What follows belongs to an exercise in optimizing a design on an open flow for small area and a short achievable clock period; a production flow would make more cautious choices.
Power is estimated from default activity; no workload was simulated.

Setup of run A:
Design dma_iface_top, start of the top module:
module dma_iface_top (
   input  logic        pcie_clk,
   input  logic        rst_n,
   input  logic [1:0]  host_wr_if_sel,
   input  logic [3:0]  host_wr_mem_sel,
   input  logic [9:0]  host_wr_hi_addr,
   input  logic [31:0] host_wr_hi_data,
   input  logic [3:0]  host_wr_hi_mask,
   input  logic        host_wr_hi_en,
   input  logic [9:0]  host_wr_lo_addr,
   input  logic [31:0] host_wr_lo_data,
   input  logic [3:0]  host_wr_lo_mask,
   input  logic        host_wr_lo_en,
   input  logic [1:0]  host_rd_if_sel,
   input  logic [3:0]  host_rd_mem_sel,
   input  logic [9:0]  host_rd_addr_hi,
   input  logic        host_rd_en_hi,
   input  logic [9:0]  host_rd_addr_lo,
   input  logic        host_rd_en_lo,
   output logic [31:0] host_rd_data_hi,
   output logic [31:0] host_rd_data_lo,
   input  logic [2:0]  max_payload_size,
   input  logic [2:0]  max_read_req_size,
   output logic        iface_rdy,
   output logic [63:0] tx_dsc_mask,
   output logic [63:0] rx_dsc_mask,
   output logic [15:0] rx_byte_wait,
   input  logic [3:0]  dsc_rd_addr,
   input  logic        dsc_rd_en,
   output logic [63:0] dsc_rd_data,
   output logic        dsc_rd_valid,
   input  logic [3:0]  dsc_clr_addr,
   input  logic        dsc_clr_en
);
Size: ~3100 cells after synthesis, roughly 1300 flip-flops, roughly 420 I/O pins, about 49000 um^2 of cells after synthesis.
==> flow/config.mk <==
export PLATFORM = sky130hd
export DESIGN_NAME = dma_iface_top
export DESIGN_NICKNAME = dma_iface_top
export VERILOG_FILES = /design/flow/design.v
export SDC_FILE = /design/flow/constraint.sdc
export NUM_CORES = 4
export LEC_CHECK = 0
export CAP_MARGIN = 20
export CORE_MARGIN = 2
export CORE_UTILIZATION = 55
export PLACE_DENSITY = 0.7
export SETUP_SLACK_MARGIN = 2.2
export SLEW_MARGIN = 20
==> flow/constraint.sdc <==
create_clock -name core_clock -period 4.0 [get_ports {pcie_clk}]
set_input_delay 0.8000 -clock core_clock [delete_from_list [all_inputs] [get_ports {pcie_clk}]]
set_output_delay 0.8000 -clock core_clock [all_outputs]
set_load 0.01 [all_outputs]
standard.sh (not shown) runs the stock make flow with config.mk's settings and CLKGATE_MAP_FILE= SYNTH_SCRIPT=/design/flow/synth_recipe.tcl, a recipe that flattens the netlist after the stock synthesis.
==> flow/flow/run.sh <==
#!/bin/bash
# standard synthesis, then the standard layout with plain buffers on the ports
set -euo pipefail
bash standard.sh synth > synth.log 2>&1
bash standard.sh "BUFFER_PORTS_ARGS=-buffer_cell sky130_fd_sc_hd__buf_2" finish > layout.log 2>&1
Run A completed every stage of the flow, and the final layout passed the timing, DRC and antenna checks.
diff inputs: run A => run B
- CTS_CLUSTER_DIAMETER now 100, previously not set
- CTS_CLUSTER_SIZE now 30, previously not set
==> comparison <==
- Going from run A to run B, clock skew saw an increase; final hold slack has increased; proportion of synthesized area in mux cells now sits at about the same level.
- The final layouts of run A and run B pass the timing, DRC and antenna checks.
- Area growth from synthesis to final layout delta for run B relative to run A: 3.9 points lower
- The sequential share of power number comes out lower for run A vs run B.
- For run A, the kind of critical path was reg2reg, unlike run B, where it was in2reg.
- Row core utilization: run B lower / run A higher
- Run B vs. run A: area used by multi-input combinational logic up about 2.7%; worst setup slack before clock tree synthesis flat; post-route met1 wirelength down about 0.4%.
- On power consumption, run A loses to run B.
For run C, these inputs were changed with respect to run B:
- a deleted PLACE_DENSITY that had been 0.7
- a change of CORE_UTILIZATION from 55 to 40
- a deleted CTS_CLUSTER_SIZE that had been 30
- a change of SETUP_SLACK_MARGIN from 2.2 to 1.9
- a deleted CTS_CLUSTER_DIAMETER that had been 100
Notes after the runs:
- Compared to run B, the router laid down less metal wire for run C.
- Reported for run C and run B, compound-gate portion of the synthesized area turned out identical to the last digit.
- Compared to run B, run C has number of antenna violations at the first check in global routing 1 higher.
- Relative to run B, leakage power total has decreased by 1.2 nW in run C.
Function was not checked in any run of this note: the RTL went through the layout flow alone.

---

Setup of rev 12:
Another version of the RTL of dma_iface_top (not shown whole).
Size in the first run: about 1300 flip-flops, about 420 I/O pins, roughly 48000 µm² of cells after synthesis.
clock: 4.0 ns
lec_check: 0
cap_margin: 20
core_margin: 2
core_utilization: 50
cts_cluster_diameter: 60
cts_cluster_size: 24
place_density: 0.65
setup_slack_margin: 1.9
slew_margin: 50
synth_hierarchical: 1
==> flow/flow/run.sh <==
#!/bin/bash
# standard synthesis, then the standard layout with plain buffers on the ports
# and a clock tree without dummy balancing loads
set -euo pipefail
bash standard.sh synth > synth.log 2>&1
bash standard.sh "BUFFER_PORTS_ARGS=-buffer_cell sky130_fd_sc_hd__buf_2" \
   "CTS_ARGS=-sink_clustering_enable -repair_clock_nets -sink_clustering_size 24 -sink_clustering_max_diameter 60 -dont_use_dummy_load" \
   finish > layout.log 2>&1
Rev 12 did not stop at any stage, and its layout met the timing, DRC and antenna checks.
diff inputs: rev 12 => rev 13
==> flow/flow/run.sh <==
#!/bin/bash
# standard synthesis, then the standard layout with plain buffers on the ports
set -euo pipefail
bash standard.sh synth > synth.log 2>&1
bash standard.sh "BUFFER_PORTS_ARGS=-buffer_cell sky130_fd_sc_hd__buf_2" finish > layout.log 2>&1
--- outcome ---
- Of rev 13 and rev 12, it is rev 13 that has the lower non-clock buffer count.
- Per the comparison of rev 13 with rev 12, wire length of the first global-routing pass level; total non-filler cell area in the finished layout climbed 440 µm²; final hold slack went down; post-route fraction of the period consumed by the critical path fell 0.79 points; met3 layer wire length in the routed design now sits lower.
- NOTE power drawn by the clock network rev 12->rev 13 increased by more than 10%
- Compared rev 13 vs rev 12, and worst path setup slack after routing is up in rev 13.
- Between rev 12 and rev 13, sequential share of layout area decreased.
- Rev 12 -> rev 13: filler cell count flat
No run of this note included a check of the RTL's function; only the layout flow was run.

afterwards: timing with drivers on the ports:
Ports are ideal in the flow. The routed layouts listed here were re-timed in OpenROAD.
Step 1 (the two cells are an assumption about what drives the block):
set clk [get_ports {pcie_clk}]
set_driving_cell -lib_cell sky130_fd_sc_hd__clkbuf_16 $clk
set_driving_cell -lib_cell sky130_fd_sc_hd__buf_2 [delete_from_list [all_inputs] $clk]
Step 2 also shifts input and output timing later by t, the mid clock arrival at the registers, as if the neighbouring blocks saw the same clock.
a / b / c = ideal ports / drivers / drivers and shift; a / b = the first two.
run	t, ns	slack for setup (ns)	worst hold slack (ns)	worst slew at a driven data input, ns
run A	0.802	1.590 / 1.590 / 0.862	0.176 / 0.128 / 0.451	0.32
run B	0.714	1.636 / 1.654 / 0.955	0.246 / 0.201 / 0.470	0.32
run C	0.826	1.791 / 1.742 / 1.075	0.140 / 0.085 / 0.453	0.14
rev 12	0.699	1.796 / 1.820 / 1.121	0.230 / 0.185 / 0.443	0.14
rev 13	0.723	1.828 / 1.836 / 1.113	0.227 / 0.182 / 0.448	0.14
After both steps every run listed still meets setup and hold. The setup slack of run A, which loses most, moves by 0.000 ns with the drivers and by -0.728 ns with both steps.
